This is an optimization exercise on Yosys and OpenROAD, whose aim is small area, not a production implementation. Function was checked by simulation only, so behaviour that the tests miss may differ from the original. The clock port is modelled as an ideal driver; clocking choices that lean on that would not hold on a real chip. No activity file was given, so power comes from the tool's default toggle rates.

==> module pipeline_top, before the edit <==
module pipeline_top (
	input  logic        clk,
	input  logic        rst_n,
	input  logic [31:0] instruction,
	output logic        im_read,
	output logic [9:0]  im_address,
	output logic        dm_read,
	output logic        dm_write,
	output logic [11:0] dm_address,
	output logic [31:0] dm_in,
	input  logic [31:0] dm_out,
	output logic        alu_overflow
);
	logic [9:0]  pc;
	logic        fetch_active;
	logic [2:0]  id_cls;        
	logic [25:0] id_ins;        
	logic        ex_wr, ex_load, ex_store, ex_ovf;
	logic [4:0]  ex_dest;
	logic [31:0] ex_w;          
	logic [11:0] ex_a;          
	logic        mem_wr, mem_load, mem_store;
	logic [4:0]  mem_dest;
	logic [31:0] mem_w;
	logic [11:0] mem_a;
	logic [31:0] regs [32];
	logic        c_alu, c_addi, c_lwi, c_swi, c_beq, use_imm;
	logic [4:0]  ra, rt, rb, s2;
	logic [4:0]  sub_op;
	logic [31:0] imm;
	assign c_alu   = id_cls == cpu_pkg::C_ALU;
	assign c_addi  = id_cls == cpu_pkg::C_ADDI;
	assign c_lwi   = id_cls == cpu_pkg::C_LWI;
	assign c_swi   = id_cls == cpu_pkg::C_SWI;
	assign c_beq   = id_cls == cpu_pkg::C_BEQ;
	assign use_imm = c_addi | c_lwi | c_swi;
	assign rt     = id_ins[25:21];
	assign ra     = id_ins[20:16];
	assign rb     = id_ins[15:11];
	assign sub_op = id_ins[4:0];
	assign imm    = {{16{id_ins[15]}}, id_ins[15:0]};
	assign s2     = c_alu ? rb : rt;
	logic [31:0] mem_val, a, b2;
	logic        wr_mem, fx_a, fx_b, fm_a, fm_b, fr_a, fr_b;
	logic [31:0] sel_a, sel_b;
	assign wr_mem = mem_wr || mem_load;
	assign fx_a = ex_wr && ex_dest == ra;
	assign fx_b = ex_wr && ex_dest == s2;
	assign fm_a = !fx_a && wr_mem && mem_dest == ra;
	assign fm_b = !fx_b && wr_mem && mem_dest == s2;
	assign fr_a = !fx_a && !fm_a;
	assign fr_b = !fx_b && !fm_b;
	logic [34*32-1:0] rd_d;
	logic [33:0]      rd_sa, rd_sb;
	always_comb begin
		for (int i = 0; i < 32; i++) begin
			rd_d[i*32 +: 32] = regs[i];
			sel_a[i] = fr_a && ra == 5'(i);
			sel_b[i] = fr_b && s2 == 5'(i);
		end
		rd_d[32*32 +: 32] = ex_w;
		rd_d[33*32 +: 32] = mem_val;
		rd_sa = {fm_a, fx_a, sel_a};
		rd_sb = {fm_b, fx_b, sel_b};
	end
	sel34 rd_a (.s(rd_sa), .d(rd_d), .q(a));
	sel34 rd_b (.s(rd_sb), .d(rd_d), .q(b2));
	assign mem_val = (dm_out & {32{mem_load}}) | (mem_w & {32{!mem_load && rst_n}});
	logic stall;
	assign stall = ex_load && (ex_dest == ra || ex_dest == s2);
	logic        is_sub, alu_ok;
	logic        e_p, e_c, e_g, e_st;
	logic [31:0] p, g, co, c, result;
	logic [31:0] imm_x;
	assign is_sub = c_alu && sub_op[2:0] == 3'd1;
	assign alu_ok = c_alu && sub_op <= 5'd4;
	assign e_st = c_swi;
	assign e_c  = !c_swi && !(c_alu && (sub_op[2] || sub_op[1]));
	assign e_p  = !c_swi && !(c_alu && sub_op[1] && !sub_op[0]);
	assign e_g  = c_alu && sub_op[1];
	assign imm_x = imm;
	for (genvar i = 0; i < 32; i++) begin : g_alu
		alu_bit u (
			.a(a[i]), .b2(b2[i]), .im(imm_x[i]), .sub(is_sub), .use_imm(use_imm),
			.c(c[i]), .e_p(e_p), .e_c(e_c), .e_g(e_g), .e_st(e_st),
			.p(p[i]), .g(g[i]), .r(result[i])
		);
	end
	bk32 u_carry (.p(p), .g(g), .ci(is_sub), .co(co));
	assign c = {co[30:0], is_sub};
	logic ovf;
	assign ovf = (use_imm || (c_alu && sub_op[4:1] == 4'd0)) && !p[31] && (c[31] != a[31]);
	logic [11:0] addr;
	assign addr = p[11:0] ^ c[11:0];
	logic taken;
	assign taken = c_beq && !stall && (p == 32'd0);
	always_ff @(posedge clk or negedge rst_n) begin
		if (!rst_n) pc <= '0;
		else        pc <= taken ? pc + imm[9:0] + 10'h3ff : pc + {9'd0, !stall};
	end
	always_ff @(posedge clk or negedge rst_n) begin
		if (!rst_n) fetch_active <= 1'b0;
		else        fetch_active <= 1'b1;
	end
	logic [2:0] if_cls;
	always_comb begin
		case (instruction[31:26])
			6'd0:    if_cls = cpu_pkg::C_ALU;
			6'd8:    if_cls = cpu_pkg::C_ADDI;
			6'd2:    if_cls = cpu_pkg::C_LWI;
			6'd3:    if_cls = cpu_pkg::C_SWI;
			6'd4:    if_cls = cpu_pkg::C_BEQ;
			default: if_cls = cpu_pkg::C_NOP;
		endcase
	end
	always_ff @(posedge clk or negedge rst_n) begin
		if (!rst_n)      id_cls <= cpu_pkg::C_NOP;
		else if (!stall) id_cls <= taken ? cpu_pkg::C_NOP : if_cls;
	end
	always_ff @(posedge clk) begin
		if (!stall) id_ins <= instruction[25:0];
	end
	always_ff @(posedge clk or negedge rst_n) begin
		if (!rst_n) begin
			ex_wr    <= 1'b0;
			ex_load  <= 1'b0;
			ex_store <= 1'b0;
			ex_ovf   <= 1'b0;
		end else begin
			ex_wr    <= !stall && (alu_ok || c_addi);
			ex_load  <= !stall && c_lwi;
			ex_store <= !stall && c_swi;
			ex_ovf   <= !stall && ovf;
		end
	end
	always_ff @(posedge clk) begin
		ex_dest <= rt;
		ex_w    <= result;
		ex_a    <= addr;
	end
	always_ff @(posedge clk or negedge rst_n) begin
		if (!rst_n) begin
			mem_wr    <= 1'b0;
			mem_load  <= 1'b0;
			mem_store <= 1'b0;
		end else begin
			mem_wr    <= ex_wr;
			mem_load  <= ex_load;
			mem_store <= ex_store;
		end
	end
	always_ff @(posedge clk) begin
		mem_dest <= ex_dest;
		mem_w    <= ex_w;
		mem_a    <= ex_a;
	end
	logic [31:0] rf_ld, rf_hold;
	logic [31:0] regs_d [32];
	always_comb begin
		for (int i = 0; i < 32; i++) begin
			rf_ld[i]   = !rst_n || (wr_mem && mem_dest == 5'(i));
			rf_hold[i] = rst_n && !(wr_mem && mem_dest == 5'(i));
		end
	end
	for (genvar i = 0; i < 32; i++) begin : g_rf
		for (genvar j = 0; j < 32; j++) begin : g_b
			hold_ld u (.q(regs[i][j]), .hold(rf_hold[i]), .d(mem_val[j]), .load(rf_ld[i]), .y(regs_d[i][j]));
		end
	end
	always_ff @(posedge clk) begin
		for (int i = 0; i < 32; i++) regs[i] <= regs_d[i];
	end
	assign im_read      = fetch_active;
	assign im_address   = pc;
	assign dm_read      = mem_load;
	assign dm_write     = mem_store;
	assign dm_address   = mem_a;
	assign dm_in        = mem_w;
	assign alu_overflow = ex_ovf;
endmodule
export LEC_CHECK = 0
export CAP_MARGIN = 10
export CORE_MARGIN = 2
export CORE_UTILIZATION = 55
export SETUP_SLACK_MARGIN = 0.3
export SLEW_MARGIN = 10
export SYNTH_HIERARCHICAL = 1
export SYNTH_MINIMUM_KEEP_SIZE = 0
create_clock -name core_clock -period 8.0 [get_ports {clk}]
standard.sh (not shown) runs the stock make flow with config.mk's settings and CLKGATE_MAP_FILE= SYNTH_SCRIPT=/design/flow/synth_recipe.tcl, a recipe that flattens the netlist after the stock synthesis.
==> flow/flow/run.sh <==
#!/bin/bash
set -euo pipefail
HERE=$(pwd)
RESULTS=$HERE/orfs/results/sky130hd/pipeline_top/base
BASE="-sink_clustering_enable -repair_clock_nets -dont_use_dummy_load"
KNOBS=("BUFFER_PORTS_ARGS=-buffer_cell sky130_fd_sc_hd__buf_1")

cts_try() {
  bash standard.sh "CTS_ARGS=$BASE $1" "${KNOBS[@]}" cts > "standard_make_cts_$2.log" 2>&1
  RESULTS=$RESULTS LIB=$FLOW_HOME/platforms/sky130hd/lib/sky130_fd_sc_hd__tt_025C_1v80.lib \
    openroad -no_init -exit flow/clkslew.tcl > "clkslew_$2.log" 2>&1
  awk '/^CLKSLEW/ {print $2}' "clkslew_$2.log"
}

S=$(cts_try "-sink_clustering_size 25 -sink_clustering_max_diameter 120 -buf_list {sky130_fd_sc_hd__clkbuf_8 sky130_fd_sc_hd__clkbuf_16}" a)
echo "clock slew a: $S" >> run_notes.log
if ! awk -v s="$S" 'BEGIN { exit !(s != "" && s + 0 > 0 && s + 0 < 0.115) }'; then
  rm -f "$RESULTS"/4_*
  S=$(cts_try "-sink_clustering_size 20 -sink_clustering_max_diameter 100 -buf_list {sky130_fd_sc_hd__clkbuf_16}" b)
  echo "clock slew b: $S" >> run_notes.log
  if ! awk -v s="$S" 'BEGIN { exit !(s != "" && s + 0 > 0 && s + 0 < 0.115) }'; then
    rm -f "$RESULTS"/4_*
    cts_try "-sink_clustering_size 20 -buf_list {sky130_fd_sc_hd__clkbuf_4 sky130_fd_sc_hd__clkbuf_8}" c >> run_notes.log
  fi
fi

bash standard.sh "CTS_ARGS=$BASE" "${KNOBS[@]}" finish > standard_make.log 2>&1
==> flow/flow/clkslew.tcl <==
# worst flip-flop clock-pin slew after CTS, from placement parasitics
set R $::env(RESULTS)
read_liberty $::env(LIB)
read_db $R/4_1_cts.odb
read_sdc $R/4_cts.sdc
source $::env(FLOW_HOME)/platforms/sky130hd/setRC.tcl
set_propagated_clock [all_clocks]
estimate_parasitics -placement
set worst 0
foreach pin [get_pins -hierarchical */CLK] {
  foreach e {rise fall} {
    foreach an {min max} {
      set s [get_property $pin slew_${an}_$e]
      if {$s > $worst} { set worst $s }
    }
  }
}
puts "CLKSLEW $worst"
Then changed:
--- a/flow/design.v
+++ b/flow/design.v
@@ -156,9 +156,10 @@
 	logic        wr_mem, fx_a, fx_b, fm_a, fm_b, fr_a, fr_b;
 	logic [31:0] sel_a, sel_b;
+	logic        fxr_a, fxr_b, fmr_a, fmr_b;
 	assign wr_mem = mem_wr || mem_load;
-	assign fx_a = ex_wr && ex_dest == ra;
-	assign fx_b = ex_wr && ex_dest == s2;
-	assign fm_a = !fx_a && wr_mem && mem_dest == ra;
-	assign fm_b = !fx_b && wr_mem && mem_dest == s2;
+	assign fx_a = fxr_a;
+	assign fx_b = fxr_b;
+	assign fm_a = !fx_a && fmr_a;
+	assign fm_b = !fx_b && fmr_b;
 	assign fr_a = !fx_a && !fm_a;
 	assign fr_b = !fx_b && !fm_b;
@@ -180,5 +181,4 @@
 	assign mem_val = (dm_out & {32{mem_load}}) | (mem_w & {32{!mem_load && rst_n}});
 	logic stall;
-	assign stall = ex_load && (ex_dest == ra || ex_dest == s2);
 	logic        is_sub, alu_ok;
 	logic        e_p, e_c, e_g, e_st;
@@ -233,4 +233,24 @@
 		if (!stall) id_ins <= instruction[25:0];
 	end
+	logic [4:0] n_ra, n_s2;
+	logic       n_wr;
+	assign n_ra = stall ? ra : instruction[20:16];
+	assign n_s2 = stall ? s2 : ((instruction[31:26] == 6'd0) ? instruction[15:11] : instruction[25:21]);
+	assign n_wr = !stall && (alu_ok || c_addi);
+	always_ff @(posedge clk or negedge rst_n) begin
+		if (!rst_n) begin
+			fxr_a <= 1'b0;
+			fxr_b <= 1'b0;
+			fmr_a <= 1'b0;
+			fmr_b <= 1'b0;
+			stall <= 1'b0;
+		end else begin
+			fxr_a <= n_wr && rt == n_ra;
+			fxr_b <= n_wr && rt == n_s2;
+			fmr_a <= (ex_wr || ex_load) && ex_dest == n_ra;
+			fmr_b <= (ex_wr || ex_load) && ex_dest == n_s2;
+			stall <= !stall && c_lwi && (rt == n_ra || rt == n_s2);
+		end
+	end
 	always_ff @(posedge clk or negedge rst_n) begin
 		if (!rst_n) begin
@@ -240,5 +260,5 @@
 			ex_ovf   <= 1'b0;
 		end else begin
-			ex_wr    <= !stall && (alu_ok || c_addi);
+			ex_wr    <= n_wr;
 			ex_load  <= !stall && c_lwi;
 			ex_store <= !stall && c_swi;
Effect: With this change the flow completed and failed the layout checks on capacitance limit. Total power goes down by a few percent. Clock power stays flat. Final area is about the same. Utilization decreases by 0.22 points. Fmax goes down slightly.

-- separate check: timing with driven ports --
No port has a modelled driver above. Below, the same layouts with a new extraction and two added sets of constraints. Step 1 assumes that a clkbuf_16 drives the clock port and a buf_2 every other input. Step 2, shift: input delay + t, output delay - t, t = (earliest + latest rising clock arrival at the registers) / 2. This alone moves slack from input paths to output paths. a / b / c = no drivers / after step 1 / after step 2; a / b = the first two.
run	shift t [ns]	setup slack, ns	hold WS [ns]	worst data-port slew with drivers (ns)
the first run	0.732	0.414 / 0.414 / 0.414	0.337 / 0.337 / 0.337	0.04
the second run	0.757	0.391 / 0.391 / 0.391	0.333 / 0.333 / 0.333	0.04
